Context: an optimization exercise on an open-source flow, tuned for small area, a short achievable clock period and few clock cycles. The choices shown serve that exercise and are no tape-out recipe. No functional check of the RTL was part of any run shown here. Power and IR drop assume default switching activity.

==> flow/design.v <==
`timescale 1ns/1ps
module qm_merge_engine (
    input  logic [31:0] f,        
    output logic [31:0] row_nz,   
    input  logic [31:0] row_oh,   
    output logic [31:0] row,      
    input  logic [4:0]  cmask,    
    input  logic [31:0] cval_oh,  
    output logic        ess       
);
    wire t1 = f[0] & f[1];
    wire t2 = f[2] & f[3];
    wire t3 = f[4] & f[5];
    wire t4 = f[6] & f[7];
    wire t5 = f[8] & f[9];
    wire t6 = f[10] & f[11];
    wire t7 = f[12] & f[13];
    wire t8 = f[14] & f[15];
    wire t9 = f[16] & f[17];
    wire t10 = f[18] & f[19];
    wire t11 = f[20] & f[21];
    wire t12 = f[22] & f[23];
    wire t13 = f[24] & f[25];
    wire t14 = f[26] & f[27];
    wire t15 = f[28] & f[29];
    wire t16 = f[30] & f[31];
    wire t17 = f[0] & f[2];
    wire t18 = f[1] & f[3];
    wire t19 = f[4] & f[6];
    wire t20 = f[5] & f[7];
    wire t21 = f[8] & f[10];
    wire t22 = f[9] & f[11];
    wire t23 = f[12] & f[14];
    wire t24 = f[13] & f[15];
    wire t25 = f[16] & f[18];
    wire t26 = f[17] & f[19];
    wire t27 = f[20] & f[22];
    wire t28 = f[21] & f[23];
    wire t29 = f[24] & f[26];
    wire t30 = f[25] & f[27];
    wire t31 = f[28] & f[30];
    wire t32 = f[29] & f[31];
    wire t33 = t17 & t18;
    wire t34 = t19 & t20;
    wire t35 = t21 & t22;
    wire t36 = t23 & t24;
    wire t37 = t25 & t26;
    wire t38 = t27 & t28;
    wire t39 = t29 & t30;
    wire t40 = t31 & t32;
    wire t41 = f[0] & f[4];
    wire t42 = f[1] & f[5];
    wire t43 = f[2] & f[6];
    wire t44 = f[3] & f[7];
    wire t45 = f[8] & f[12];
    wire t46 = f[9] & f[13];
    wire t47 = f[10] & f[14];
    wire t48 = f[11] & f[15];
    wire t49 = f[16] & f[20];
    wire t50 = f[17] & f[21];
    wire t51 = f[18] & f[22];
    wire t52 = f[19] & f[23];
    wire t53 = f[24] & f[28];
    wire t54 = f[25] & f[29];
    wire t55 = f[26] & f[30];
    wire t56 = f[27] & f[31];
    wire t57 = t41 & t42;
    wire t58 = t43 & t44;
    wire t59 = t45 & t46;
    wire t60 = t47 & t48;
    wire t61 = t49 & t50;
    wire t62 = t51 & t52;
    wire t63 = t53 & t54;
    wire t64 = t55 & t56;
    wire t65 = t41 & t43;
    wire t66 = t42 & t44;
    wire t67 = t45 & t47;
    wire t68 = t46 & t48;
    wire t69 = t49 & t51;
    wire t70 = t50 & t52;
    wire t71 = t53 & t55;
    wire t72 = t54 & t56;
    wire t73 = t65 & t66;
    wire t74 = t67 & t68;
    wire t75 = t69 & t70;
    wire t76 = t71 & t72;
    wire t77 = f[0] & f[8];
    wire t78 = f[1] & f[9];
    wire t79 = f[2] & f[10];
    wire t80 = f[3] & f[11];
    wire t81 = f[4] & f[12];
    wire t82 = f[5] & f[13];
    wire t83 = f[6] & f[14];
    wire t84 = f[7] & f[15];
    wire t85 = f[16] & f[24];
    wire t86 = f[17] & f[25];
    wire t87 = f[18] & f[26];
    wire t88 = f[19] & f[27];
    wire t89 = f[20] & f[28];
    wire t90 = f[21] & f[29];
    wire t91 = f[22] & f[30];
    wire t92 = f[23] & f[31];
    wire t93 = t77 & t78;
    wire t94 = t79 & t80;
    wire t95 = t81 & t82;
    wire t96 = t83 & t84;
    wire t97 = t85 & t86;
    wire t98 = t87 & t88;
    wire t99 = t89 & t90;
    wire t100 = t91 & t92;
    wire t101 = t77 & t79;
    wire t102 = t78 & t80;
    wire t103 = t81 & t83;
    wire t104 = t82 & t84;
    wire t105 = t85 & t87;
    wire t106 = t86 & t88;
    wire t107 = t89 & t91;
    wire t108 = t90 & t92;
    wire t109 = t101 & t102;
    wire t110 = t103 & t104;
    wire t111 = t105 & t106;
    wire t112 = t107 & t108;
    wire t113 = t77 & t81;
    wire t114 = t78 & t82;
    wire t115 = t79 & t83;
    wire t116 = t80 & t84;
    wire t117 = t85 & t89;
    wire t118 = t86 & t90;
    wire t119 = t87 & t91;
    wire t120 = t88 & t92;
    wire t121 = t113 & t114;
    wire t122 = t115 & t116;
    wire t123 = t117 & t118;
    wire t124 = t119 & t120;
    wire t125 = t113 & t115;
    wire t126 = t114 & t116;
    wire t127 = t117 & t119;
    wire t128 = t118 & t120;
    wire t129 = t125 & t126;
    wire t130 = t127 & t128;
    wire t131 = f[0] & f[16];
    wire t132 = f[1] & f[17];
    wire t133 = f[2] & f[18];
    wire t134 = f[3] & f[19];
    wire t135 = f[4] & f[20];
    wire t136 = f[5] & f[21];
    wire t137 = f[6] & f[22];
    wire t138 = f[7] & f[23];
    wire t139 = f[8] & f[24];
    wire t140 = f[9] & f[25];
    wire t141 = f[10] & f[26];
    wire t142 = f[11] & f[27];
    wire t143 = f[12] & f[28];
    wire t144 = f[13] & f[29];
    wire t145 = f[14] & f[30];
    wire t146 = f[15] & f[31];
    wire t147 = t131 & t132;
    wire t148 = t133 & t134;
    wire t149 = t135 & t136;
    wire t150 = t137 & t138;
    wire t151 = t139 & t140;
    wire t152 = t141 & t142;
    wire t153 = t143 & t144;
    wire t154 = t145 & t146;
    wire t155 = t131 & t133;
    wire t156 = t132 & t134;
    wire t157 = t135 & t137;
    wire t158 = t136 & t138;
    wire t159 = t139 & t141;
    wire t160 = t140 & t142;
    wire t161 = t143 & t145;
    wire t162 = t144 & t146;
    wire t163 = t155 & t156;
    wire t164 = t157 & t158;
    wire t165 = t159 & t160;
    wire t166 = t161 & t162;
    wire t167 = t131 & t135;
    wire t168 = t132 & t136;
    wire t169 = t133 & t137;
    wire t170 = t134 & t138;
    wire t171 = t139 & t143;
    wire t172 = t140 & t144;
    wire t173 = t141 & t145;
    wire t174 = t142 & t146;
    wire t175 = t167 & t168;
    wire t176 = t169 & t170;
    wire t177 = t171 & t172;
    wire t178 = t173 & t174;
    wire t179 = t167 & t169;
    wire t180 = t168 & t170;
    wire t181 = t171 & t173;
    wire t182 = t172 & t174;
    wire t183 = t179 & t180;
    wire t184 = t181 & t182;
    wire t185 = t131 & t139;
    wire t186 = t132 & t140;
    wire t187 = t133 & t141;
    wire t188 = t134 & t142;
    wire t189 = t135 & t143;
    wire t190 = t136 & t144;
    wire t191 = t137 & t145;
    wire t192 = t138 & t146;
    wire t193 = t185 & t186;
    wire t194 = t187 & t188;
    wire t195 = t189 & t190;
    wire t196 = t191 & t192;
    wire t197 = t185 & t187;
    wire t198 = t186 & t188;
    wire t199 = t189 & t191;
    wire t200 = t190 & t192;
    wire t201 = t197 & t198;
    wire t202 = t199 & t200;
    wire t203 = t185 & t189;
    wire t204 = t186 & t190;
    wire t205 = t187 & t191;
    wire t206 = t188 & t192;
    wire t207 = t203 & t204;
    wire t208 = t205 & t206;
    wire t209 = t203 & t205;
    wire t210 = t204 & t206;
    wire t211 = t209 & t210;
    wire t212 = f[0] & ~(t1 | t17 | t41 | t77 | t131);
    wire t213 = f[1] & ~(t1 | t18 | t42 | t78 | t132);
    wire t214 = f[2] & ~(t2 | t17 | t43 | t79 | t133);
    wire t215 = f[3] & ~(t2 | t18 | t44 | t80 | t134);
    wire t216 = f[4] & ~(t3 | t19 | t41 | t81 | t135);
    wire t217 = f[5] & ~(t3 | t20 | t42 | t82 | t136);
    wire t218 = f[6] & ~(t4 | t19 | t43 | t83 | t137);
    wire t219 = f[7] & ~(t4 | t20 | t44 | t84 | t138);
    wire t220 = f[8] & ~(t5 | t21 | t45 | t77 | t139);
    wire t221 = f[9] & ~(t5 | t22 | t46 | t78 | t140);
    wire t222 = f[10] & ~(t6 | t21 | t47 | t79 | t141);
    wire t223 = f[11] & ~(t6 | t22 | t48 | t80 | t142);
    wire t224 = f[12] & ~(t7 | t23 | t45 | t81 | t143);
    wire t225 = f[13] & ~(t7 | t24 | t46 | t82 | t144);
    wire t226 = f[14] & ~(t8 | t23 | t47 | t83 | t145);
    wire t227 = f[15] & ~(t8 | t24 | t48 | t84 | t146);
    wire t228 = f[16] & ~(t9 | t25 | t49 | t85 | t131);
    wire t229 = f[17] & ~(t9 | t26 | t50 | t86 | t132);
    wire t230 = f[18] & ~(t10 | t25 | t51 | t87 | t133);
    wire t231 = f[19] & ~(t10 | t26 | t52 | t88 | t134);
    wire t232 = f[20] & ~(t11 | t27 | t49 | t89 | t135);
    wire t233 = f[21] & ~(t11 | t28 | t50 | t90 | t136);
    wire t234 = f[22] & ~(t12 | t27 | t51 | t91 | t137);
    wire t235 = f[23] & ~(t12 | t28 | t52 | t92 | t138);
    wire t236 = f[24] & ~(t13 | t29 | t53 | t85 | t139);
    wire t237 = f[25] & ~(t13 | t30 | t54 | t86 | t140);
    wire t238 = f[26] & ~(t14 | t29 | t55 | t87 | t141);
    wire t239 = f[27] & ~(t14 | t30 | t56 | t88 | t142);
    wire t240 = f[28] & ~(t15 | t31 | t53 | t89 | t143);
    wire t241 = f[29] & ~(t15 | t32 | t54 | t90 | t144);
    wire t242 = f[30] & ~(t16 | t31 | t55 | t91 | t145);
    wire t243 = f[31] & ~(t16 | t32 | t56 | t92 | t146);
    wire t244 = t1 & ~(t33 | t57 | t93 | t147);
    wire t245 = t2 & ~(t33 | t58 | t94 | t148);
    wire t246 = t3 & ~(t34 | t57 | t95 | t149);
    wire t247 = t4 & ~(t34 | t58 | t96 | t150);
    wire t248 = t5 & ~(t35 | t59 | t93 | t151);
    wire t249 = t6 & ~(t35 | t60 | t94 | t152);
    wire t250 = t7 & ~(t36 | t59 | t95 | t153);
    wire t251 = t8 & ~(t36 | t60 | t96 | t154);
    wire t252 = t9 & ~(t37 | t61 | t97 | t147);
    wire t253 = t10 & ~(t37 | t62 | t98 | t148);
    wire t254 = t11 & ~(t38 | t61 | t99 | t149);
    wire t255 = t12 & ~(t38 | t62 | t100 | t150);
    wire t256 = t13 & ~(t39 | t63 | t97 | t151);
    wire t257 = t14 & ~(t39 | t64 | t98 | t152);
    wire t258 = t15 & ~(t40 | t63 | t99 | t153);
    wire t259 = t16 & ~(t40 | t64 | t100 | t154);
    wire t260 = t17 & ~(t33 | t65 | t101 | t155);
    wire t261 = t18 & ~(t33 | t66 | t102 | t156);
    wire t262 = t19 & ~(t34 | t65 | t103 | t157);
    wire t263 = t20 & ~(t34 | t66 | t104 | t158);
    wire t264 = t21 & ~(t35 | t67 | t101 | t159);
    wire t265 = t22 & ~(t35 | t68 | t102 | t160);
    wire t266 = t23 & ~(t36 | t67 | t103 | t161);
    wire t267 = t24 & ~(t36 | t68 | t104 | t162);
    wire t268 = t25 & ~(t37 | t69 | t105 | t155);
    wire t269 = t26 & ~(t37 | t70 | t106 | t156);
    wire t270 = t27 & ~(t38 | t69 | t107 | t157);
    wire t271 = t28 & ~(t38 | t70 | t108 | t158);
    wire t272 = t29 & ~(t39 | t71 | t105 | t159);
    wire t273 = t30 & ~(t39 | t72 | t106 | t160);
    wire t274 = t31 & ~(t40 | t71 | t107 | t161);
    wire t275 = t32 & ~(t40 | t72 | t108 | t162);
    wire t276 = t33 & ~(t73 | t109 | t163);
    wire t277 = t34 & ~(t73 | t110 | t164);
    wire t278 = t35 & ~(t74 | t109 | t165);
    wire t279 = t36 & ~(t74 | t110 | t166);
    wire t280 = t37 & ~(t75 | t111 | t163);
    wire t281 = t38 & ~(t75 | t112 | t164);
    wire t282 = t39 & ~(t76 | t111 | t165);
    wire t283 = t40 & ~(t76 | t112 | t166);
    wire t284 = t41 & ~(t57 | t65 | t113 | t167);
    wire t285 = t42 & ~(t57 | t66 | t114 | t168);
    wire t286 = t43 & ~(t58 | t65 | t115 | t169);
    wire t287 = t44 & ~(t58 | t66 | t116 | t170);
    wire t288 = t45 & ~(t59 | t67 | t113 | t171);
    wire t289 = t46 & ~(t59 | t68 | t114 | t172);
    wire t290 = t47 & ~(t60 | t67 | t115 | t173);
    wire t291 = t48 & ~(t60 | t68 | t116 | t174);
    wire t292 = t49 & ~(t61 | t69 | t117 | t167);
    wire t293 = t50 & ~(t61 | t70 | t118 | t168);
    wire t294 = t51 & ~(t62 | t69 | t119 | t169);
    wire t295 = t52 & ~(t62 | t70 | t120 | t170);
    wire t296 = t53 & ~(t63 | t71 | t117 | t171);
    wire t297 = t54 & ~(t63 | t72 | t118 | t172);
    wire t298 = t55 & ~(t64 | t71 | t119 | t173);
    wire t299 = t56 & ~(t64 | t72 | t120 | t174);
    wire t300 = t57 & ~(t73 | t121 | t175);
    wire t301 = t58 & ~(t73 | t122 | t176);
    wire t302 = t59 & ~(t74 | t121 | t177);
    wire t303 = t60 & ~(t74 | t122 | t178);
    wire t304 = t61 & ~(t75 | t123 | t175);
    wire t305 = t62 & ~(t75 | t124 | t176);
    wire t306 = t63 & ~(t76 | t123 | t177);
    wire t307 = t64 & ~(t76 | t124 | t178);
    wire t308 = t65 & ~(t73 | t125 | t179);
    wire t309 = t66 & ~(t73 | t126 | t180);
    wire t310 = t67 & ~(t74 | t125 | t181);
    wire t311 = t68 & ~(t74 | t126 | t182);
    wire t312 = t69 & ~(t75 | t127 | t179);
    wire t313 = t70 & ~(t75 | t128 | t180);
    wire t314 = t71 & ~(t76 | t127 | t181);
    wire t315 = t72 & ~(t76 | t128 | t182);
    wire t316 = t73 & ~(t129 | t183);
    wire t317 = t74 & ~(t129 | t184);
    wire t318 = t75 & ~(t130 | t183);
    wire t319 = t76 & ~(t130 | t184);
    wire t320 = t77 & ~(t93 | t101 | t113 | t185);
    wire t321 = t78 & ~(t93 | t102 | t114 | t186);
    wire t322 = t79 & ~(t94 | t101 | t115 | t187);
    wire t323 = t80 & ~(t94 | t102 | t116 | t188);
    wire t324 = t81 & ~(t95 | t103 | t113 | t189);
    wire t325 = t82 & ~(t95 | t104 | t114 | t190);
    wire t326 = t83 & ~(t96 | t103 | t115 | t191);
    wire t327 = t84 & ~(t96 | t104 | t116 | t192);
    wire t328 = t85 & ~(t97 | t105 | t117 | t185);
    wire t329 = t86 & ~(t97 | t106 | t118 | t186);
    wire t330 = t87 & ~(t98 | t105 | t119 | t187);
    wire t331 = t88 & ~(t98 | t106 | t120 | t188);
    wire t332 = t89 & ~(t99 | t107 | t117 | t189);
    wire t333 = t90 & ~(t99 | t108 | t118 | t190);
    wire t334 = t91 & ~(t100 | t107 | t119 | t191);
    wire t335 = t92 & ~(t100 | t108 | t120 | t192);
    wire t336 = t93 & ~(t109 | t121 | t193);
    wire t337 = t94 & ~(t109 | t122 | t194);
    wire t338 = t95 & ~(t110 | t121 | t195);
    wire t339 = t96 & ~(t110 | t122 | t196);
    wire t340 = t97 & ~(t111 | t123 | t193);
    wire t341 = t98 & ~(t111 | t124 | t194);
    wire t342 = t99 & ~(t112 | t123 | t195);
    wire t343 = t100 & ~(t112 | t124 | t196);
    wire t344 = t101 & ~(t109 | t125 | t197);
    wire t345 = t102 & ~(t109 | t126 | t198);
    wire t346 = t103 & ~(t110 | t125 | t199);
    wire t347 = t104 & ~(t110 | t126 | t200);
    wire t348 = t105 & ~(t111 | t127 | t197);
    wire t349 = t106 & ~(t111 | t128 | t198);
    wire t350 = t107 & ~(t112 | t127 | t199);
    wire t351 = t108 & ~(t112 | t128 | t200);
    wire t352 = t109 & ~(t129 | t201);
    wire t353 = t110 & ~(t129 | t202);
    wire t354 = t111 & ~(t130 | t201);
    wire t355 = t112 & ~(t130 | t202);
    wire t356 = t113 & ~(t121 | t125 | t203);
    wire t357 = t114 & ~(t121 | t126 | t204);
    wire t358 = t115 & ~(t122 | t125 | t205);
    wire t359 = t116 & ~(t122 | t126 | t206);
    wire t360 = t117 & ~(t123 | t127 | t203);
    wire t361 = t118 & ~(t123 | t128 | t204);
    wire t362 = t119 & ~(t124 | t127 | t205);
    wire t363 = t120 & ~(t124 | t128 | t206);
    wire t364 = t121 & ~(t129 | t207);
    wire t365 = t122 & ~(t129 | t208);
    wire t366 = t123 & ~(t130 | t207);
    wire t367 = t124 & ~(t130 | t208);
    wire t368 = t125 & ~(t129 | t209);
    wire t369 = t126 & ~(t129 | t210);
    wire t370 = t127 & ~(t130 | t209);
    wire t371 = t128 & ~(t130 | t210);
    wire t372 = t129 & ~(t211);
    wire t373 = t130 & ~(t211);
    wire t374 = t131 & ~(t147 | t155 | t167 | t185);
    wire t375 = t132 & ~(t147 | t156 | t168 | t186);
    wire t376 = t133 & ~(t148 | t155 | t169 | t187);
    wire t377 = t134 & ~(t148 | t156 | t170 | t188);
    wire t378 = t135 & ~(t149 | t157 | t167 | t189);
    wire t379 = t136 & ~(t149 | t158 | t168 | t190);
    wire t380 = t137 & ~(t150 | t157 | t169 | t191);
    wire t381 = t138 & ~(t150 | t158 | t170 | t192);
    wire t382 = t139 & ~(t151 | t159 | t171 | t185);
    wire t383 = t140 & ~(t151 | t160 | t172 | t186);
    wire t384 = t141 & ~(t152 | t159 | t173 | t187);
    wire t385 = t142 & ~(t152 | t160 | t174 | t188);
    wire t386 = t143 & ~(t153 | t161 | t171 | t189);
    wire t387 = t144 & ~(t153 | t162 | t172 | t190);
    wire t388 = t145 & ~(t154 | t161 | t173 | t191);
    wire t389 = t146 & ~(t154 | t162 | t174 | t192);
    wire t390 = t147 & ~(t163 | t175 | t193);
    wire t391 = t148 & ~(t163 | t176 | t194);
    wire t392 = t149 & ~(t164 | t175 | t195);
    wire t393 = t150 & ~(t164 | t176 | t196);
    wire t394 = t151 & ~(t165 | t177 | t193);
    wire t395 = t152 & ~(t165 | t178 | t194);
    wire t396 = t153 & ~(t166 | t177 | t195);
    wire t397 = t154 & ~(t166 | t178 | t196);
    wire t398 = t155 & ~(t163 | t179 | t197);
    wire t399 = t156 & ~(t163 | t180 | t198);
    wire t400 = t157 & ~(t164 | t179 | t199);
    wire t401 = t158 & ~(t164 | t180 | t200);
    wire t402 = t159 & ~(t165 | t181 | t197);
    wire t403 = t160 & ~(t165 | t182 | t198);
    wire t404 = t161 & ~(t166 | t181 | t199);
    wire t405 = t162 & ~(t166 | t182 | t200);
    wire t406 = t163 & ~(t183 | t201);
    wire t407 = t164 & ~(t183 | t202);
    wire t408 = t165 & ~(t184 | t201);
    wire t409 = t166 & ~(t184 | t202);
    wire t410 = t167 & ~(t175 | t179 | t203);
    wire t411 = t168 & ~(t175 | t180 | t204);
    wire t412 = t169 & ~(t176 | t179 | t205);
    wire t413 = t170 & ~(t176 | t180 | t206);
    wire t414 = t171 & ~(t177 | t181 | t203);
    wire t415 = t172 & ~(t177 | t182 | t204);
    wire t416 = t173 & ~(t178 | t181 | t205);
    wire t417 = t174 & ~(t178 | t182 | t206);
    wire t418 = t175 & ~(t183 | t207);
    wire t419 = t176 & ~(t183 | t208);
    wire t420 = t177 & ~(t184 | t207);
    wire t421 = t178 & ~(t184 | t208);
    wire t422 = t179 & ~(t183 | t209);
    wire t423 = t180 & ~(t183 | t210);
    wire t424 = t181 & ~(t184 | t209);
    wire t425 = t182 & ~(t184 | t210);
    wire t426 = t183 & ~(t211);
    wire t427 = t184 & ~(t211);
    wire t428 = t185 & ~(t193 | t197 | t203);
    wire t429 = t186 & ~(t193 | t198 | t204);
    wire t430 = t187 & ~(t194 | t197 | t205);
    wire t431 = t188 & ~(t194 | t198 | t206);
    wire t432 = t189 & ~(t195 | t199 | t203);
    wire t433 = t190 & ~(t195 | t200 | t204);
    wire t434 = t191 & ~(t196 | t199 | t205);
    wire t435 = t192 & ~(t196 | t200 | t206);
    wire t436 = t193 & ~(t201 | t207);
    wire t437 = t194 & ~(t201 | t208);
    wire t438 = t195 & ~(t202 | t207);
    wire t439 = t196 & ~(t202 | t208);
    wire t440 = t197 & ~(t201 | t209);
    wire t441 = t198 & ~(t201 | t210);
    wire t442 = t199 & ~(t202 | t209);
    wire t443 = t200 & ~(t202 | t210);
    wire t444 = t201 & ~(t211);
    wire t445 = t202 & ~(t211);
    wire t446 = t203 & ~(t207 | t209);
    wire t447 = t204 & ~(t207 | t210);
    wire t448 = t205 & ~(t208 | t209);
    wire t449 = t206 & ~(t208 | t210);
    wire t450 = t207 & ~(t211);
    wire t451 = t208 & ~(t211);
    wire t452 = t209 & ~(t211);
    wire t453 = t210 & ~(t211);
    assign row_nz[0] = t212 | t213 | t214 | t215 | t216 | t217 | t218 | t219 | t220 | t221 | t222 | t223 | t224 | t225 | t226 | t227 | t228 | t229 | t230 | t231 | t232 | t233 | t234 | t235 | t236 | t237 | t238 | t239 | t240 | t241 | t242 | t243;
    assign row_nz[1] = t244 | t245 | t246 | t247 | t248 | t249 | t250 | t251 | t252 | t253 | t254 | t255 | t256 | t257 | t258 | t259;
    assign row_nz[2] = t260 | t261 | t262 | t263 | t264 | t265 | t266 | t267 | t268 | t269 | t270 | t271 | t272 | t273 | t274 | t275;
    assign row_nz[3] = t276 | t277 | t278 | t279 | t280 | t281 | t282 | t283;
    assign row_nz[4] = t284 | t285 | t286 | t287 | t288 | t289 | t290 | t291 | t292 | t293 | t294 | t295 | t296 | t297 | t298 | t299;
    assign row_nz[5] = t300 | t301 | t302 | t303 | t304 | t305 | t306 | t307;
    assign row_nz[6] = t308 | t309 | t310 | t311 | t312 | t313 | t314 | t315;
    assign row_nz[7] = t316 | t317 | t318 | t319;
    assign row_nz[8] = t320 | t321 | t322 | t323 | t324 | t325 | t326 | t327 | t328 | t329 | t330 | t331 | t332 | t333 | t334 | t335;
    assign row_nz[9] = t336 | t337 | t338 | t339 | t340 | t341 | t342 | t343;
    assign row_nz[10] = t344 | t345 | t346 | t347 | t348 | t349 | t350 | t351;
    assign row_nz[11] = t352 | t353 | t354 | t355;
    assign row_nz[12] = t356 | t357 | t358 | t359 | t360 | t361 | t362 | t363;
    assign row_nz[13] = t364 | t365 | t366 | t367;
    assign row_nz[14] = t368 | t369 | t370 | t371;
    assign row_nz[15] = t372 | t373;
    assign row_nz[16] = t374 | t375 | t376 | t377 | t378 | t379 | t380 | t381 | t382 | t383 | t384 | t385 | t386 | t387 | t388 | t389;
    assign row_nz[17] = t390 | t391 | t392 | t393 | t394 | t395 | t396 | t397;
    assign row_nz[18] = t398 | t399 | t400 | t401 | t402 | t403 | t404 | t405;
    assign row_nz[19] = t406 | t407 | t408 | t409;
    assign row_nz[20] = t410 | t411 | t412 | t413 | t414 | t415 | t416 | t417;
    assign row_nz[21] = t418 | t419 | t420 | t421;
    assign row_nz[22] = t422 | t423 | t424 | t425;
    assign row_nz[23] = t426 | t427;
    assign row_nz[24] = t428 | t429 | t430 | t431 | t432 | t433 | t434 | t435;
    assign row_nz[25] = t436 | t437 | t438 | t439;
    assign row_nz[26] = t440 | t441 | t442 | t443;
    assign row_nz[27] = t444 | t445;
    assign row_nz[28] = t446 | t447 | t448 | t449;
    assign row_nz[29] = t450 | t451;
    assign row_nz[30] = t452 | t453;
    assign row_nz[31] = t211;
    assign row[0] = (row_oh[0] & t212) | (row_oh[1] & t244) | (row_oh[2] & t260) | (row_oh[3] & t276) | (row_oh[4] & t284) | (row_oh[5] & t300) | (row_oh[6] & t308) | (row_oh[7] & t316) | (row_oh[8] & t320) | (row_oh[9] & t336) | (row_oh[10] & t344) | (row_oh[11] & t352) | (row_oh[12] & t356) | (row_oh[13] & t364) | (row_oh[14] & t368) | (row_oh[15] & t372) | (row_oh[16] & t374) | (row_oh[17] & t390) | (row_oh[18] & t398) | (row_oh[19] & t406) | (row_oh[20] & t410) | (row_oh[21] & t418) | (row_oh[22] & t422) | (row_oh[23] & t426) | (row_oh[24] & t428) | (row_oh[25] & t436) | (row_oh[26] & t440) | (row_oh[27] & t444) | (row_oh[28] & t446) | (row_oh[29] & t450) | (row_oh[30] & t452) | (row_oh[31] & t211);
    assign row[1] = (row_oh[0] & t213) | (row_oh[2] & t261) | (row_oh[4] & t285) | (row_oh[6] & t309) | (row_oh[8] & t321) | (row_oh[10] & t345) | (row_oh[12] & t357) | (row_oh[14] & t369) | (row_oh[16] & t375) | (row_oh[18] & t399) | (row_oh[20] & t411) | (row_oh[22] & t423) | (row_oh[24] & t429) | (row_oh[26] & t441) | (row_oh[28] & t447) | (row_oh[30] & t453);
    assign row[2] = (row_oh[0] & t214) | (row_oh[1] & t245) | (row_oh[4] & t286) | (row_oh[5] & t301) | (row_oh[8] & t322) | (row_oh[9] & t337) | (row_oh[12] & t358) | (row_oh[13] & t365) | (row_oh[16] & t376) | (row_oh[17] & t391) | (row_oh[20] & t412) | (row_oh[21] & t419) | (row_oh[24] & t430) | (row_oh[25] & t437) | (row_oh[28] & t448) | (row_oh[29] & t451);
    assign row[3] = (row_oh[0] & t215) | (row_oh[4] & t287) | (row_oh[8] & t323) | (row_oh[12] & t359) | (row_oh[16] & t377) | (row_oh[20] & t413) | (row_oh[24] & t431) | (row_oh[28] & t449);
    assign row[4] = (row_oh[0] & t216) | (row_oh[1] & t246) | (row_oh[2] & t262) | (row_oh[3] & t277) | (row_oh[8] & t324) | (row_oh[9] & t338) | (row_oh[10] & t346) | (row_oh[11] & t353) | (row_oh[16] & t378) | (row_oh[17] & t392) | (row_oh[18] & t400) | (row_oh[19] & t407) | (row_oh[24] & t432) | (row_oh[25] & t438) | (row_oh[26] & t442) | (row_oh[27] & t445);
    assign row[5] = (row_oh[0] & t217) | (row_oh[2] & t263) | (row_oh[8] & t325) | (row_oh[10] & t347) | (row_oh[16] & t379) | (row_oh[18] & t401) | (row_oh[24] & t433) | (row_oh[26] & t443);
    assign row[6] = (row_oh[0] & t218) | (row_oh[1] & t247) | (row_oh[8] & t326) | (row_oh[9] & t339) | (row_oh[16] & t380) | (row_oh[17] & t393) | (row_oh[24] & t434) | (row_oh[25] & t439);
    assign row[7] = (row_oh[0] & t219) | (row_oh[8] & t327) | (row_oh[16] & t381) | (row_oh[24] & t435);
    assign row[8] = (row_oh[0] & t220) | (row_oh[1] & t248) | (row_oh[2] & t264) | (row_oh[3] & t278) | (row_oh[4] & t288) | (row_oh[5] & t302) | (row_oh[6] & t310) | (row_oh[7] & t317) | (row_oh[16] & t382) | (row_oh[17] & t394) | (row_oh[18] & t402) | (row_oh[19] & t408) | (row_oh[20] & t414) | (row_oh[21] & t420) | (row_oh[22] & t424) | (row_oh[23] & t427);
    assign row[9] = (row_oh[0] & t221) | (row_oh[2] & t265) | (row_oh[4] & t289) | (row_oh[6] & t311) | (row_oh[16] & t383) | (row_oh[18] & t403) | (row_oh[20] & t415) | (row_oh[22] & t425);
    assign row[10] = (row_oh[0] & t222) | (row_oh[1] & t249) | (row_oh[4] & t290) | (row_oh[5] & t303) | (row_oh[16] & t384) | (row_oh[17] & t395) | (row_oh[20] & t416) | (row_oh[21] & t421);
    assign row[11] = (row_oh[0] & t223) | (row_oh[4] & t291) | (row_oh[16] & t385) | (row_oh[20] & t417);
    assign row[12] = (row_oh[0] & t224) | (row_oh[1] & t250) | (row_oh[2] & t266) | (row_oh[3] & t279) | (row_oh[16] & t386) | (row_oh[17] & t396) | (row_oh[18] & t404) | (row_oh[19] & t409);
    assign row[13] = (row_oh[0] & t225) | (row_oh[2] & t267) | (row_oh[16] & t387) | (row_oh[18] & t405);
    assign row[14] = (row_oh[0] & t226) | (row_oh[1] & t251) | (row_oh[16] & t388) | (row_oh[17] & t397);
    assign row[15] = (row_oh[0] & t227) | (row_oh[16] & t389);
    assign row[16] = (row_oh[0] & t228) | (row_oh[1] & t252) | (row_oh[2] & t268) | (row_oh[3] & t280) | (row_oh[4] & t292) | (row_oh[5] & t304) | (row_oh[6] & t312) | (row_oh[7] & t318) | (row_oh[8] & t328) | (row_oh[9] & t340) | (row_oh[10] & t348) | (row_oh[11] & t354) | (row_oh[12] & t360) | (row_oh[13] & t366) | (row_oh[14] & t370) | (row_oh[15] & t373);
    assign row[17] = (row_oh[0] & t229) | (row_oh[2] & t269) | (row_oh[4] & t293) | (row_oh[6] & t313) | (row_oh[8] & t329) | (row_oh[10] & t349) | (row_oh[12] & t361) | (row_oh[14] & t371);
    assign row[18] = (row_oh[0] & t230) | (row_oh[1] & t253) | (row_oh[4] & t294) | (row_oh[5] & t305) | (row_oh[8] & t330) | (row_oh[9] & t341) | (row_oh[12] & t362) | (row_oh[13] & t367);
    assign row[19] = (row_oh[0] & t231) | (row_oh[4] & t295) | (row_oh[8] & t331) | (row_oh[12] & t363);
    assign row[20] = (row_oh[0] & t232) | (row_oh[1] & t254) | (row_oh[2] & t270) | (row_oh[3] & t281) | (row_oh[8] & t332) | (row_oh[9] & t342) | (row_oh[10] & t350) | (row_oh[11] & t355);
    assign row[21] = (row_oh[0] & t233) | (row_oh[2] & t271) | (row_oh[8] & t333) | (row_oh[10] & t351);
    assign row[22] = (row_oh[0] & t234) | (row_oh[1] & t255) | (row_oh[8] & t334) | (row_oh[9] & t343);
    assign row[23] = (row_oh[0] & t235) | (row_oh[8] & t335);
    assign row[24] = (row_oh[0] & t236) | (row_oh[1] & t256) | (row_oh[2] & t272) | (row_oh[3] & t282) | (row_oh[4] & t296) | (row_oh[5] & t306) | (row_oh[6] & t314) | (row_oh[7] & t319);
    assign row[25] = (row_oh[0] & t237) | (row_oh[2] & t273) | (row_oh[4] & t297) | (row_oh[6] & t315);
    assign row[26] = (row_oh[0] & t238) | (row_oh[1] & t257) | (row_oh[4] & t298) | (row_oh[5] & t307);
    assign row[27] = (row_oh[0] & t239) | (row_oh[4] & t299);
    assign row[28] = (row_oh[0] & t240) | (row_oh[1] & t258) | (row_oh[2] & t274) | (row_oh[3] & t283);
    assign row[29] = (row_oh[0] & t241) | (row_oh[2] & t275);
    assign row[30] = (row_oh[0] & t242) | (row_oh[1] & t259);
    assign row[31] = (row_oh[0] & t243);
    wire z0 = (cmask[0] | ~f[1]) & (cmask[1] | ~f[2]) & (cmask[2] | ~f[4]) & (cmask[3] | ~f[8]) & (cmask[4] | ~f[16]);
    wire z1 = (cmask[0] | ~f[0]) & (cmask[1] | ~f[3]) & (cmask[2] | ~f[5]) & (cmask[3] | ~f[9]) & (cmask[4] | ~f[17]);
    wire z2 = (cmask[0] | ~f[3]) & (cmask[1] | ~f[0]) & (cmask[2] | ~f[6]) & (cmask[3] | ~f[10]) & (cmask[4] | ~f[18]);
    wire z3 = (cmask[0] | ~f[2]) & (cmask[1] | ~f[1]) & (cmask[2] | ~f[7]) & (cmask[3] | ~f[11]) & (cmask[4] | ~f[19]);
    wire z4 = (cmask[0] | ~f[5]) & (cmask[1] | ~f[6]) & (cmask[2] | ~f[0]) & (cmask[3] | ~f[12]) & (cmask[4] | ~f[20]);
    wire z5 = (cmask[0] | ~f[4]) & (cmask[1] | ~f[7]) & (cmask[2] | ~f[1]) & (cmask[3] | ~f[13]) & (cmask[4] | ~f[21]);
    wire z6 = (cmask[0] | ~f[7]) & (cmask[1] | ~f[4]) & (cmask[2] | ~f[2]) & (cmask[3] | ~f[14]) & (cmask[4] | ~f[22]);
    wire z7 = (cmask[0] | ~f[6]) & (cmask[1] | ~f[5]) & (cmask[2] | ~f[3]) & (cmask[3] | ~f[15]) & (cmask[4] | ~f[23]);
    wire z8 = (cmask[0] | ~f[9]) & (cmask[1] | ~f[10]) & (cmask[2] | ~f[12]) & (cmask[3] | ~f[0]) & (cmask[4] | ~f[24]);
    wire z9 = (cmask[0] | ~f[8]) & (cmask[1] | ~f[11]) & (cmask[2] | ~f[13]) & (cmask[3] | ~f[1]) & (cmask[4] | ~f[25]);
    wire z10 = (cmask[0] | ~f[11]) & (cmask[1] | ~f[8]) & (cmask[2] | ~f[14]) & (cmask[3] | ~f[2]) & (cmask[4] | ~f[26]);
    wire z11 = (cmask[0] | ~f[10]) & (cmask[1] | ~f[9]) & (cmask[2] | ~f[15]) & (cmask[3] | ~f[3]) & (cmask[4] | ~f[27]);
    wire z12 = (cmask[0] | ~f[13]) & (cmask[1] | ~f[14]) & (cmask[2] | ~f[8]) & (cmask[3] | ~f[4]) & (cmask[4] | ~f[28]);
    wire z13 = (cmask[0] | ~f[12]) & (cmask[1] | ~f[15]) & (cmask[2] | ~f[9]) & (cmask[3] | ~f[5]) & (cmask[4] | ~f[29]);
    wire z14 = (cmask[0] | ~f[15]) & (cmask[1] | ~f[12]) & (cmask[2] | ~f[10]) & (cmask[3] | ~f[6]) & (cmask[4] | ~f[30]);
    wire z15 = (cmask[0] | ~f[14]) & (cmask[1] | ~f[13]) & (cmask[2] | ~f[11]) & (cmask[3] | ~f[7]) & (cmask[4] | ~f[31]);
    wire z16 = (cmask[0] | ~f[17]) & (cmask[1] | ~f[18]) & (cmask[2] | ~f[20]) & (cmask[3] | ~f[24]) & (cmask[4] | ~f[0]);
    wire z17 = (cmask[0] | ~f[16]) & (cmask[1] | ~f[19]) & (cmask[2] | ~f[21]) & (cmask[3] | ~f[25]) & (cmask[4] | ~f[1]);
    wire z18 = (cmask[0] | ~f[19]) & (cmask[1] | ~f[16]) & (cmask[2] | ~f[22]) & (cmask[3] | ~f[26]) & (cmask[4] | ~f[2]);
    wire z19 = (cmask[0] | ~f[18]) & (cmask[1] | ~f[17]) & (cmask[2] | ~f[23]) & (cmask[3] | ~f[27]) & (cmask[4] | ~f[3]);
    wire z20 = (cmask[0] | ~f[21]) & (cmask[1] | ~f[22]) & (cmask[2] | ~f[16]) & (cmask[3] | ~f[28]) & (cmask[4] | ~f[4]);
    wire z21 = (cmask[0] | ~f[20]) & (cmask[1] | ~f[23]) & (cmask[2] | ~f[17]) & (cmask[3] | ~f[29]) & (cmask[4] | ~f[5]);
    wire z22 = (cmask[0] | ~f[23]) & (cmask[1] | ~f[20]) & (cmask[2] | ~f[18]) & (cmask[3] | ~f[30]) & (cmask[4] | ~f[6]);
    wire z23 = (cmask[0] | ~f[22]) & (cmask[1] | ~f[21]) & (cmask[2] | ~f[19]) & (cmask[3] | ~f[31]) & (cmask[4] | ~f[7]);
    wire z24 = (cmask[0] | ~f[25]) & (cmask[1] | ~f[26]) & (cmask[2] | ~f[28]) & (cmask[3] | ~f[16]) & (cmask[4] | ~f[8]);
    wire z25 = (cmask[0] | ~f[24]) & (cmask[1] | ~f[27]) & (cmask[2] | ~f[29]) & (cmask[3] | ~f[17]) & (cmask[4] | ~f[9]);
    wire z26 = (cmask[0] | ~f[27]) & (cmask[1] | ~f[24]) & (cmask[2] | ~f[30]) & (cmask[3] | ~f[18]) & (cmask[4] | ~f[10]);
    wire z27 = (cmask[0] | ~f[26]) & (cmask[1] | ~f[25]) & (cmask[2] | ~f[31]) & (cmask[3] | ~f[19]) & (cmask[4] | ~f[11]);
    wire z28 = (cmask[0] | ~f[29]) & (cmask[1] | ~f[30]) & (cmask[2] | ~f[24]) & (cmask[3] | ~f[20]) & (cmask[4] | ~f[12]);
    wire z29 = (cmask[0] | ~f[28]) & (cmask[1] | ~f[31]) & (cmask[2] | ~f[25]) & (cmask[3] | ~f[21]) & (cmask[4] | ~f[13]);
    wire z30 = (cmask[0] | ~f[31]) & (cmask[1] | ~f[28]) & (cmask[2] | ~f[26]) & (cmask[3] | ~f[22]) & (cmask[4] | ~f[14]);
    wire z31 = (cmask[0] | ~f[30]) & (cmask[1] | ~f[29]) & (cmask[2] | ~f[27]) & (cmask[3] | ~f[23]) & (cmask[4] | ~f[15]);
    wire t454 = z0 | (cmask[0] & z1);
    wire t455 = z2 | (cmask[0] & z3);
    wire t456 = z4 | (cmask[0] & z5);
    wire t457 = z6 | (cmask[0] & z7);
    wire t458 = z8 | (cmask[0] & z9);
    wire t459 = z10 | (cmask[0] & z11);
    wire t460 = z12 | (cmask[0] & z13);
    wire t461 = z14 | (cmask[0] & z15);
    wire t462 = z16 | (cmask[0] & z17);
    wire t463 = z18 | (cmask[0] & z19);
    wire t464 = z20 | (cmask[0] & z21);
    wire t465 = z22 | (cmask[0] & z23);
    wire t466 = z24 | (cmask[0] & z25);
    wire t467 = z26 | (cmask[0] & z27);
    wire t468 = z28 | (cmask[0] & z29);
    wire t469 = z30 | (cmask[0] & z31);
    wire t470 = t454 | (cmask[1] & t455);
    wire t471 = z1 | (cmask[1] & z3);
    wire t472 = t456 | (cmask[1] & t457);
    wire t473 = z5 | (cmask[1] & z7);
    wire t474 = t458 | (cmask[1] & t459);
    wire t475 = z9 | (cmask[1] & z11);
    wire t476 = t460 | (cmask[1] & t461);
    wire t477 = z13 | (cmask[1] & z15);
    wire t478 = t462 | (cmask[1] & t463);
    wire t479 = z17 | (cmask[1] & z19);
    wire t480 = t464 | (cmask[1] & t465);
    wire t481 = z21 | (cmask[1] & z23);
    wire t482 = t466 | (cmask[1] & t467);
    wire t483 = z25 | (cmask[1] & z27);
    wire t484 = t468 | (cmask[1] & t469);
    wire t485 = z29 | (cmask[1] & z31);
    wire t486 = t470 | (cmask[2] & t472);
    wire t487 = t471 | (cmask[2] & t473);
    wire t488 = t455 | (cmask[2] & t457);
    wire t489 = z3 | (cmask[2] & z7);
    wire t490 = t474 | (cmask[2] & t476);
    wire t491 = t475 | (cmask[2] & t477);
    wire t492 = t459 | (cmask[2] & t461);
    wire t493 = z11 | (cmask[2] & z15);
    wire t494 = t478 | (cmask[2] & t480);
    wire t495 = t479 | (cmask[2] & t481);
    wire t496 = t463 | (cmask[2] & t465);
    wire t497 = z19 | (cmask[2] & z23);
    wire t498 = t482 | (cmask[2] & t484);
    wire t499 = t483 | (cmask[2] & t485);
    wire t500 = t467 | (cmask[2] & t469);
    wire t501 = z27 | (cmask[2] & z31);
    wire t502 = t486 | (cmask[3] & t490);
    wire t503 = t487 | (cmask[3] & t491);
    wire t504 = t488 | (cmask[3] & t492);
    wire t505 = t489 | (cmask[3] & t493);
    wire t506 = t472 | (cmask[3] & t476);
    wire t507 = t473 | (cmask[3] & t477);
    wire t508 = t457 | (cmask[3] & t461);
    wire t509 = z7 | (cmask[3] & z15);
    wire t510 = t494 | (cmask[3] & t498);
    wire t511 = t495 | (cmask[3] & t499);
    wire t512 = t496 | (cmask[3] & t500);
    wire t513 = t497 | (cmask[3] & t501);
    wire t514 = t480 | (cmask[3] & t484);
    wire t515 = t481 | (cmask[3] & t485);
    wire t516 = t465 | (cmask[3] & t469);
    wire t517 = z23 | (cmask[3] & z31);
    wire t518 = t502 | (cmask[4] & t510);
    wire t519 = t503 | (cmask[4] & t511);
    wire t520 = t504 | (cmask[4] & t512);
    wire t521 = t505 | (cmask[4] & t513);
    wire t522 = t506 | (cmask[4] & t514);
    wire t523 = t507 | (cmask[4] & t515);
    wire t524 = t508 | (cmask[4] & t516);
    wire t525 = t509 | (cmask[4] & t517);
    wire t526 = t490 | (cmask[4] & t498);
    wire t527 = t491 | (cmask[4] & t499);
    wire t528 = t492 | (cmask[4] & t500);
    wire t529 = t493 | (cmask[4] & t501);
    wire t530 = t476 | (cmask[4] & t484);
    wire t531 = t477 | (cmask[4] & t485);
    wire t532 = t461 | (cmask[4] & t469);
    wire t533 = z15 | (cmask[4] & z31);
    assign ess = (cval_oh[0] & t518) | (cval_oh[1] & t519) | (cval_oh[2] & t520) | (cval_oh[3] & t521) | (cval_oh[4] & t522) | (cval_oh[5] & t523) | (cval_oh[6] & t524) | (cval_oh[7] & t525) | (cval_oh[8] & t526) | (cval_oh[9] & t527) | (cval_oh[10] & t528) | (cval_oh[11] & t529) | (cval_oh[12] & t530) | (cval_oh[13] & t531) | (cval_oh[14] & t532) | (cval_oh[15] & t533) | (cval_oh[16] & t510) | (cval_oh[17] & t511) | (cval_oh[18] & t512) | (cval_oh[19] & t513) | (cval_oh[20] & t514) | (cval_oh[21] & t515) | (cval_oh[22] & t516) | (cval_oh[23] & t517) | (cval_oh[24] & t498) | (cval_oh[25] & t499) | (cval_oh[26] & t500) | (cval_oh[27] & t501) | (cval_oh[28] & t484) | (cval_oh[29] & t485) | (cval_oh[30] & t469) | (cval_oh[31] & z31);
endmodule
`timescale 1ns/1ps
module qm_top (
    input  logic        clk,
    input  logic        rst_n,
    input  logic        psel,
    input  logic        penable,
    input  logic        pwrite,
    input  logic [11:0] paddr,
    input  logic [31:0] pwdata,
    output logic [31:0] prdata,
    output logic        pready,
    output logic        pslverr
);
    function automatic logic [31:0] lowest(input logic [31:0] x);
        logic [31:0] p;
        p = x;
        for (int s = 0; s < 5; s++) begin
            for (int i = 0; i < 32; i++) begin
                if ((i >> s) & 1) p[i] = p[i] | p[((i >> s) << s) - 1];
            end
        end
        lowest = x & ~{p[30:0], 1'b0};
    endfunction
    function automatic logic [4:0] enc(input logic [31:0] oh);
        enc = '0;
        for (int i = 0; i < 32; i++) begin
            if (oh[i]) enc = enc | 5'(i);
        end
    endfunction
    logic setup, access;
    logic a_onset, a_ctrl, a_status, a_result, mapped;
    logic [4:0] k;
    assign setup    = psel & ~penable;
    assign access   = psel & penable;
    assign a_onset  = (paddr == 12'h000);
    assign a_ctrl   = (paddr == 12'h004);
    assign a_status = (paddr == 12'h008);
    assign a_result = (paddr[11:7] == 5'b00010) && (paddr[1:0] == 2'b00);
    assign mapped   = a_onset | a_ctrl | a_status | a_result;
    assign k        = paddr[6:2];
    logic [31:0] onset, spec, run_onset;
    logic        busy, busy_q, pend, done;
    logic        chg;
    logic [1:0]  stab;
    logic        prep_ok;
    assign spec = (psel && pwrite && a_onset) ? pwdata : onset;
    assign chg  = ~busy & ((setup & pwrite & a_onset) | busy_q);
    always_ff @(posedge clk) begin
        if (!rst_n) begin
            onset <= '0;
        end else if (access && pwrite && a_onset) begin
            onset <= pwdata;
        end
        if (!busy) begin
            run_onset <= spec;
        end
    end
    logic [31:0] row_nz_c;            
    logic [31:0] rowbits;             
    logic [4:0]  mcur;                
    logic [31:0] rr;                  
    logic [31:0] src_oh, row_c;
    logic [31:0] v_oh, rest;
    logic [4:0]  v;
    logic        ess;
    logic        prepping, go_q;
    logic        start_now, step, first, ins, last, any;
    logic [5:0]  prime_cnt, ess_cnt, pc_inc, ec_inc;
    logic [4:0]  age;
    qm_merge_engine i_engine (
        .f      (run_onset),
        .row_nz (row_nz_c),
        .row_oh (src_oh),
        .row    (row_c),
        .cmask  (mcur),
        .cval_oh(v_oh),
        .ess    (ess)
    );
    assign prepping = (~busy | pend) & ~prep_ok;
    assign src_oh = lowest(rr);
    assign v_oh = lowest(rowbits);
    assign v    = enc(v_oh);
    assign rest = rowbits & ~v_oh;
    assign any  = |rowbits;
    assign last = (rest == '0) && (rr == '0);
    always_ff @(posedge clk) begin
        go_q <= rst_n & setup & pwrite & a_ctrl & pwdata[0];
    end
    assign start_now = go_q & ~busy;
    assign step      = (start_now & prep_ok) | (busy & ~pend) | (pend & prep_ok);
    assign first     = step & ~(busy & ~pend);
    assign ins       = step & any;
    assign pc_inc = prime_cnt + 6'd1;
    assign ec_inc = ess_cnt + 6'd1;
    always_ff @(posedge clk) begin
        if (step) begin
            if (rest == '0) begin
                rowbits <= row_c;
                mcur    <= enc(src_oh);
                rr      <= rr & ~src_oh;
            end else begin
                rowbits <= rest;
            end
        end else if (prepping) begin
            if (stab == 2'd0) begin
                rr      <= row_nz_c;
            end else begin
                rowbits <= row_c;
                mcur    <= enc(src_oh);
                rr      <= rr & ~src_oh;
            end
        end
        age <= (first & ins) ? 5'd0 : age + 5'd1;
    end
    always_ff @(posedge clk) begin
        if (!rst_n) begin
            busy      <= 1'b0;
            busy_q    <= 1'b0;
            pend      <= 1'b0;
            done      <= 1'b0;
            stab      <= 2'd0;
            prime_cnt <= '0;
            ess_cnt   <= '0;
        end else begin
            busy_q <= busy;
            if ((!busy || pend) && !chg) begin
                stab <= (stab == 2'd2) ? 2'd2 : stab + 2'd1;
            end else begin
                stab <= 2'd0;
            end
            if (start_now) begin
                busy <= 1'b1;
                done <= 1'b0;
                pend <= ~prep_ok;
            end
            if (step) begin
                prime_cnt <= first ? {5'd0, ins} : pc_inc;
                if (first)           ess_cnt <= {5'd0, ins & ess};
                else if (ins && ess) ess_cnt <= ec_inc;
                pend      <= 1'b0;
                if (!any || last) begin
                    busy <= 1'b0;
                    done <= 1'b1;
                end else begin
                    busy <= 1'b1;
                    done <= 1'b0;
                end
            end
        end
    end
    assign prep_ok = (stab == 2'd2);
    logic [10:0] ring [32];
    always_ff @(posedge clk) begin
        ring[0] <= ins ? {ess, mcur, v} : ring[31];
        for (int j = 1; j < 32; j++) begin
            ring[j] <= ring[j-1];
        end
    end
    logic        rd_onset, rd_status, err_q;
    logic [10:0] rd_q;
    logic [10:0] rword;
    assign rword = ring[5'(age - k)];
    always_ff @(posedge clk) begin
        rd_q      <= (~pwrite & a_result & ({1'b0, k} < prime_cnt)) ? rword : 11'd0;
        rd_onset  <= ~pwrite & a_onset;
        rd_status <= ~pwrite & a_status;
        err_q     <= ~mapped | (pwrite & (a_status | a_result));
    end
    always_comb begin
        prdata = {15'd0, rd_q[10], 3'd0, rd_q[9:5], 3'd0, rd_q[4:0]};
        if (rd_onset)  prdata = prdata | onset;
        if (rd_status) prdata = prdata | {10'd0, ess_cnt, 2'd0, prime_cnt, 6'd0, done, busy};
    end
    assign pready  = 1'b1;
    assign pslverr = err_q;
endmodule
==> flow/flow/run.sh <==
#!/bin/bash
# Standard ORFS flow, with timing repair aiming past the clock target and
# plain buffers on the ports.
set -euo pipefail
bash standard.sh SETUP_SLACK_MARGIN=8 'BUFFER_PORTS_ARGS=-buffer_cell sky130_fd_sc_hd__buf_2' finish > standard.log 2>&1
==> flow/standard.sh <==
#!/bin/bash
# synth_recipe.tcl (not shown) runs the flow's synth.tcl, then flattens the netlist and writes it again
# the make line also repeats each setting of config.mk as NAME=value (left out here)
make -C /OpenROAD-flow-scripts/flow DESIGN_CONFIG=/design/flow/config.mk WORK_HOME=/design/flow/orfs CLKGATE_MAP_FILE= SYNTH_SCRIPT=/design/flow/synth_recipe.tcl "${@:-finish}"
==> flow/config.mk <==
export PLATFORM = sky130hd
export DESIGN_NAME = qm_top
export DESIGN_NICKNAME = qm_top
export VERILOG_FILES = /design/flow/design.v
export SDC_FILE = /design/flow/constraint.sdc
export NUM_CORES = 8
export LEC_CHECK = 0
export CAP_MARGIN = 30
export CORE_MARGIN = 2
export CORE_UTILIZATION = 40
export SLEW_MARGIN = 20
==> flow/constraint.sdc <==
create_clock -name core_clock -period 12.0 [get_ports {clk}]
set_input_delay 2.4000 -clock core_clock [delete_from_list [all_inputs] [get_ports {clk}]]
set_output_delay 2.4000 -clock core_clock [all_outputs]
set_load 0.01 [all_outputs]
==> run notes, run 1 <==
Ports = 83
FP Rows = 92
Max Cap Viol = 0
Filler-free cell count of the finished design = 4041
Internal Dissipation = 3.861 mW
GRT met1 Usage = 48.47%
Crit start category = input pin
CP Capture Type = flop
First-pass GRT wire length = 196300 um
Compound-cell area share of the yosys netlist = 20.68%
Hold Path Class = reg -> reg
Synth Area in XOR/XNOR = 0.5798%
Clock latency (worst-skew pair) = 0.65 ns
TritonCTS clock tree = built
Hold Fails Final Rpt = 0
Worst vdd ir = 0.1703 mV
Crit path launch = paddr[2]
Crit path max fanout = 8
Sw Share = 41.33%
Clock power frac = 27.1%
Hold_ws = 0.2908 ns
Rel. slew slack = 22.33%
Layout cell share with drive strength beyond 1 = 19.42%
Post-Synth Simple-Gate Area = 27.73%
Largest family of logic cells by synthesized area = simple AND/OR/NAND/NOR gates
Sink Count = 523
Post-Synth Adder-Cell Area = 1.135%
Comb power frac = 36.0%
Met2 Usage GRT = 63.87%
Hold_sp = ring[13][1]
GPL Wtd Cong = 1.046
Worst Skew = 0.07150 ns
Setup TNS = 0 ns
FF-to-FF Start = run_onset[15]
Status = complete, no violations
Top post-synthesis cells by area = dfxtp_1 (33%), edfxtp_1 (12%), nand2_1 (5.6%), nor2_1 (4.6%), nand4_1 (3.2%)
Vias = 27920
Net Sw Power = 2.720 mW
CP required = 12.58 ns
Wire per inst = 34.82 um
Crit-path slowest cell = nor2_2
Global route overflow = 0
Largest net degree at the start of global routing = 65
Crit path cell chain = buf_8 -> ha_4 -> inv_4 -> fa_2 -> buf_4 -> buf_4 -> xor2_1 -> nand2_4 -> nor2_2 -> buf_6 -> a22o_1 -> a221oi_2 -> nand4_1 -> o31a_1
Initial DRT Pass Iterations = 10
Drt drc = 0
Slew @ Worst Pin = 1.156 ns
Synth unique cells = 97
Sequential share of power = 36.9%
#FFs+latches synth = 523
Dpl cells = 3828
Met3 GRT Util = 11.14%
Post-Syn Area = 25680 sq um
Slew Limit Fails = 0
Count leader, synth = dfxtp_1
Share of the synthesized area in the top cell type = 32.90%
Die Span Y = 257.4 um
Gr busiest metal = met2
H-Tree Depth = 2
Clk buf depth = 3
Chip Width = 257.4 um
Core area = 63310 sq um
Vias in the first global route = 26780
Critical path buffer and inverter count = 5
Arr. time, crit path = 5.07 ns
Fin crit share = 37.47%
CP dominant cell by count = buf_4
Initial core utilization = 40.56%
RSZ-0062 raised after global routing = yes
Die area = 66240 sq um
Fmax = 0.2224 GHz
Post-synth top flop = dfxtp_1
Sequential fraction of the synthesis area = 44.71%
Vias per cell = 6.908
GRT Overall Usage = 40.75%
DRT iter0 DRCs = 4096
Warning count from the yosys run = 2
Place WS = 6.482 ns
Leak = 11.53 nW
Worst Setup Slack, final = 7.503 ns
Post-synth top area cell = dfxtp_1
Most instantiated cells after synthesis = dfxtp_1 (422), nand2_1 (382), nor2_1 (312), clkbuf_1 (156), nand4_1 (133)
Syn Inst Count = 2969
Mean Syn Cell Area = 8.650 sq um
Post-synthesis mux area share = 1.520%
CP delay by family, top = simple AND/OR/NAND/NOR gates
P&R area growth vs syn = 22.18%
Remaining antenna violation count = 0
Asr flop ratio synth = 0%
PortBufs = 81
Pwr dens = 209.7 nW/um^2
Endpoints failing setup = 0
Initial antenna violation count = 5
Net Count, Synth = 3035
Root buf cell = clkbuf_16
Final WL = 140700 um
Post-synth EDFFs = 101
Clock transition at the registers of the reported paths = 0.07 ns
Nets = 3212
CTS buffer count = 55
Critical path type = in -> reg
Crit path time final = 4.497 ns
Hold_buf cts = 0
Slowest stage delay, CP = 0.46 ns
Final HPWL DP = 99140 um
## layer usage
metal  vias up  part of all wire [%]  wire, um
met5         -                 0.026        36
met3       663                    11     15270
li1      11630                     -         -
met4         6                   9.1     12740
met1     13470                    36     51000
met2      2151                    44     61650
## registers in the layout (all words and copies together), names as in the netlist
register and cells:
err_q 1, mcur 5, done 1, stab 2, pend 1, go_q 1
rowbits 32, run_onset 32, rd_status 1, prime_cnt 6, rr 32, rd_q 11
busy_q 1, busy 1, age 5, rd_onset 1, ring 352, ess_cnt 6
onset 32
## per-stage QoR
stage | util [%] | instance area (sq um) | power, mW
after floorplan | - | 25950 | 3.460
after global placement | 43.29 | 27410 | 4.290
after detailed placement | 43.40 | 27470 | 4.308
after CTS | 48.30 | 30580 | 6.330
after global routing | 49.56 | 31370 | 6.757
final | 49.56 | 31380 | 6.581
## cell usage in the layout (no fill, tap or decap), drive strengths merged, types with 19 or more instances in the layout
cell type / netlist / routed
a21oi: 89 / 89
nor2b: 26 / 26
clkbuf: 156 / 73
a21boi: 37 / 37
nand2b: 52 / 52
dfxtp: 422 / 422
a221oi: 73 / 73
buf: 22 / 293
nand2: 384 / 384
a22o: 61 / 61
o31ai: 19 / 19
and2: 55 / 55
nand3: 123 / 123
edfxtp: 101 / 101
nor4: 81 / 81
or4: 30 / 30
o211ai: 20 / 20
nand4: 133 / 133
a22oi: 74 / 74
or3: 19 / 19
inv: 57 / 64
o21ai: 106 / 106
nor2: 314 / 316
o221ai: 24 / 24
mux2: 32 / 32
nor3: 86 / 86
o22ai: 50 / 50
## final timing paths
check,to,slack (ns),depth (start not counted)
min reg2reg,ring[14][1],0.29,0
max,rd_q[10],7.50,14
min,ring[14][1],0.29,0
max reg2reg,rowbits[10],7.77,10
## cells by family after synthesis
family / after synthesis
multiplexers: 35
XOR/XNOR: 17
AO/OA/AOI/OAI: 727
adder cells (fa/ha/maj): 24
other: 1
buffers and inverters: 236
AND/OR/NAND/NOR: 1406
flip-flops: 523
## power groups by stage
stage | logic, mW | clock network [mW] | registers [mW]
2_1_floorplan | 1.14 | 0 | 2.33
3_3_place_gp | 1.85 | 0 | 2.44
3_5_place_dp | 1.86 | 0 | 2.45
4_1_cts | 2.12 | 1.80 | 2.42
5_1_grt | 2.43 | 1.87 | 2.45
6_report | 2.37 | 1.78 | 2.43
## worst reg2reg max path, cell delays in order (launching register included)
cell      delay [ns]
edfxtp_1        0.32
buf_4           0.36
nand2_1         0.36
nor2_4          0.48
nand2_2         0.36
nand4_1         0.24
o22ai_1         0.15
a211oi_2        0.68
o221ai_1        0.29
nor3_1          0.57
o21ai_1         0.11
## layout make-up
| type | instances | area [sq um] |
|---|---|---|
| clock buffers | 71 | 1549 |
| clock inverters | 33 | 370.4 |
| flip-flops and latches | 523 | 11490 |
| diodes | 2 | 5.005 |
| well taps | 846 | 1059 |
| repair inverters | 1 | 5.005 |
| inverters | 58 | 226.5 |
| fillers | 6098 | 31930 |
| repair buffers | 295 | 2356 |
| multi-input cells | 2212 | 14320 |
## repair_timing
item,in CTS,in global routing
cloned,3,4
setup buffers,60,38
resized for setup,153,90
endpoints found under the setup margin,151,109
pin swaps,37,53
==> run 2, diff against run 1 <==
==> flow/flow/run.sh (replaced) <==
#!/bin/bash
# Standard ORFS flow, with timing repair aiming past the clock target and
# plain buffers on the ports.
set -euo pipefail
bash standard.sh SETUP_SLACK_MARGIN=6 'BUFFER_PORTS_ARGS=-buffer_cell sky130_fd_sc_hd__buf_2' finish > standard.log 2>&1
==> run 2 against run 1 <==
Compared with the run above:
- combinational power is 22% lower
- power is 8.2% lower
- register-to-register slack worse by 1.2 ns
- area after synthesis stayed put
- design area is 7.6% lower
- clock power is 3% lower
- sequential share of layout area is 3.0 points higher
- global-route usage is 3.6 points lower
- die area stayed put
- synthesized cell count stayed put
- sequential power hardly changed
- critical path type is now reg -> reg
- critical endpoint is now rowbits[20]
- highest routed layer unchanged
==> run notes, run 2 <==
Endpoints failing setup = 0
Top post-synthesis cells by area = dfxtp_1 (33%), edfxtp_1 (12%), nand2_1 (5.6%), nor2_1 (4.6%), nand4_1 (3.2%)
Reg2reg path depth = 10
Global route overflow = 0
Post-Synth Adder-Cell Area = 1.135%
Sink Count = 523
Syn Inst Count = 2969
Synth Area in XOR/XNOR = 0.5798%
Post-synth top area cell = dfxtp_1
Hold path endpoint = ring[5][2]
#FFs+latches synth = 523
Initial DRT Pass Iterations = 9
Post-synth top flop = dfxtp_1
H-Tree Depth = 2
Crit start category = flop
Vias per cell = 7.005
Initial core utilization = 40.56%
Chip Width = 257.4 um
Worst vdd ir = 0.1294 mV
CP required = 12.31 ns
Die Span Y = 257.4 um
Post-synth EDFFs = 101
Nets = 3077
Vias in the first global route = 26020
Most common cell after layout, fill and taps aside = dfxtp_1
Sequential fraction of the synthesis area = 44.71%
Slew Limit Fails = 0
Reg-to-reg slack, setup = 6.52 ns
Hold_sp = ring[4][2]
Most instantiated cells after synthesis = dfxtp_1 (422), nand2_1 (382), nor2_1 (312), clkbuf_1 (156), nand4_1 (133)
Slew @ Worst Pin = 1.162 ns
Largest family of logic cells by synthesized area = simple AND/OR/NAND/NOR gates
Mean Syn Cell Area = 8.650 sq um
Hold Fails Final Rpt = 0
CP Capture Type = flop
DRT iter0 DRCs = 4754
Hold_ws = 0.3307 ns
Max Cap Viol = 0
Clock transition at the registers of the reported paths = 0.07 ns
Post-synthesis mux area share = 1.520%
Remaining antenna violation count = 0
P&R area growth vs syn = 12.94%
Warning count from the yosys run = 2
Pwr dens = 208.3 nW/um^2
Setup TNS = 0 ns
Post-Synth Simple-Gate Area = 27.73%
TritonCTS clock tree = built
Net Count, Synth = 3035
Largest net degree at the start of global routing = 49
PortBufs = 81
Leak = 10.44 nW
FP Rows = 92
Worst Skew = 0.03991 ns
Hold path cells = 0
Wire per inst = 32.71 um
Final WL = 127800 um
Compound-cell area share of the yosys netlist = 20.68%
Fmax = 0.1826 GHz
Hold_buf cts = 0
First-pass GRT wire length = 182400 um
Share of the synthesized area in the top cell type = 32.90%
Count leader, synth = dfxtp_1
Arr. time, crit path = 5.78 ns
FF-to-FF Start = rowbits[1]
GPL Wtd Cong = 1.155
Die area = 66240 sq um
Crit path max fanout = 18
Synth unique cells = 97
Asr flop ratio synth = 0%
Final HPWL DP = 92840 um
# resized after CTS = 0
Critical path type = reg -> reg
Util after Layout = 45.81%
RSZ-0062 raised after global routing = no
Layout cell share with drive strength beyond 1 = 11.65%
Ports = 83
Most frequent cells in the layout = dfxtp_1 (422), nand2_1 (381), nor2_1 (299)
Largest Register = ring
Hold Path Class = reg -> reg
Crit path time final = 5.476 ns
CTS buffer count = 54
Clk buf depth = 3
Post-CTS setup repair buffer count = 0
Vias = 27370
Post-Syn Area = 25680 sq um
Reg2reg end = rowbits[20]
Root buf cell = clkbuf_16
Rel. slew slack = 22.04%
Initial antenna violation count = 2
Core area = 63310 sq um
Max reg flops = 352
Fin crit share = 45.63%
Clock latency (worst-skew pair) = 0.64 ns
Drt drc = 0
GRT Overall Usage = 37.13%
Status = complete, no violations
## run 2: area by class of cell
cell class | count | area, sq um
Inverter | 58 | 217.7
Multi-Input combinational cell | 2210 | 13340
Antenna cell | 4 | 10.01
Clock inverter | 26 | 276.5
Sequential cell | 523 | 11480
Fill cell | 6138 | 34310
Timing Repair Buffer | 164 | 1045
Tap cell | 846 | 1059
Clock buffer | 76 | 1577
## run 2: metrics by stage
| step | setup WS, ns | cell area, sq um | cells | total power [mW] |
|---|---|---|---|---|
| 2_1_floorplan | 7.158 | 25680 | 2969 | 3.449 |
| 6_report | 6.524 | 29000 | 3907 | 6.040 |
| 3_5_place_dp | 6.151 | 27120 | 3799 | 4.217 |
| 5_1_grt | 6.563 | 28990 | 3903 | 6.206 |
| 4_1_cts | 6.776 | 28980 | 3901 | 5.932 |
| 3_3_place_gp | 6.171 | 27010 | 3791 | 4.185 |
## run 2: critical path: stages (launching register included)
cell and delay (ns):
edfxtp_1 0.57, nor4_4 0.55, and4_1 0.62, nand3_1 0.24, or2_1 0.32, maj3_1 0.37
o21ai_1 0.20, nand4_1 0.58, and2_2 0.66, nor4_1 0.97, a21oi_1 0.06
## run 2: cell families (layout without fill, tap and decap cells)
logic type | count (synthesis) | count (layout)
multiplexers | 35 | 35
flip-flops | 523 | 523
other | 1 | 5
XOR/XNOR | 17 | 17
AND/OR/NAND/NOR | 1406 | 1406
AO/OA/AOI/OAI | 727 | 727
adder cells (fa/ha/maj) | 24 | 24
buffers and inverters | 236 | 324
## run 2: layer usage
layer	global-route usage (%)	up-vias	share of wire [%]
met2	56.27	2307	42
li1	-	11340	-
met4	20.63	2	7.2
met1	47.33	13120	38
met3	10.88	597	13
met5	0	-	0.010
## run 2: report_power, final
part	total, mW	internal [mW]	switching, mW	leakage [nW]
Combinational	1.85	0.492	1.36	4.97
Sequential	2.46	2.14	0.326	4.55
Clock	1.72	0.974	0.749	0.919
Total	6.04	3.60	2.44	10.4
## run 2: how the worst max path moves through the flow
stage / startpoint / endpoint / slack (ns) / cells past startpoint
2_1_floorplan: paddr[2] / rd_q[3] / 7.16 / 13
5_1_grt: rowbits[0] / rowbits[20] / 6.56 / 11
6_report: rowbits[1] / rowbits[20] / 6.52 / 10
3_3_place_gp: paddr[2] / rd_q[9] / 6.17 / 13
4_1_cts: rowbits[0] / rowbits[20] / 6.78 / 11
3_5_place_dp: paddr[2] / rd_q[9] / 6.15 / 14

==> what the ideal ports hide <==
The flow's constraints put no driver on any port. The routed layouts listed below were extracted and timed again, unchanged, in two steps. Step 1 (the two cells are an assumption about what drives the block):
set clk [get_ports {clk}]
set_driving_cell -lib_cell sky130_fd_sc_hd__clkbuf_16 $clk
set_driving_cell -lib_cell sky130_fd_sc_hd__buf_2 [delete_from_list [all_inputs] $clk]
Step 2 also shifts input and output timing later by t, the mid clock arrival at the registers, as if the neighbouring blocks saw the same clock. Slacks: ideal / step 1 / step 2; pairs: ideal / step 1.
run	shift t [ns]	slack for setup (ns)	hold slack, ns	worst setup path at the end	latest minus earliest clock arrival (ns)
run 1	0.681	7.503 / 7.518 / 6.836	0.291 / 0.291 / 0.291	input to register	0.073 / 0.073
run 2	0.685	6.524 / 6.524 / 6.074	0.331 / 0.331 / 0.331	input to register	0.045 / 0.045
After both steps setup and hold are still met in every run listed. For run 1, which loses most, drivers alone change the setup slack by +0.015 ns; drivers and shift together by -0.667 ns.
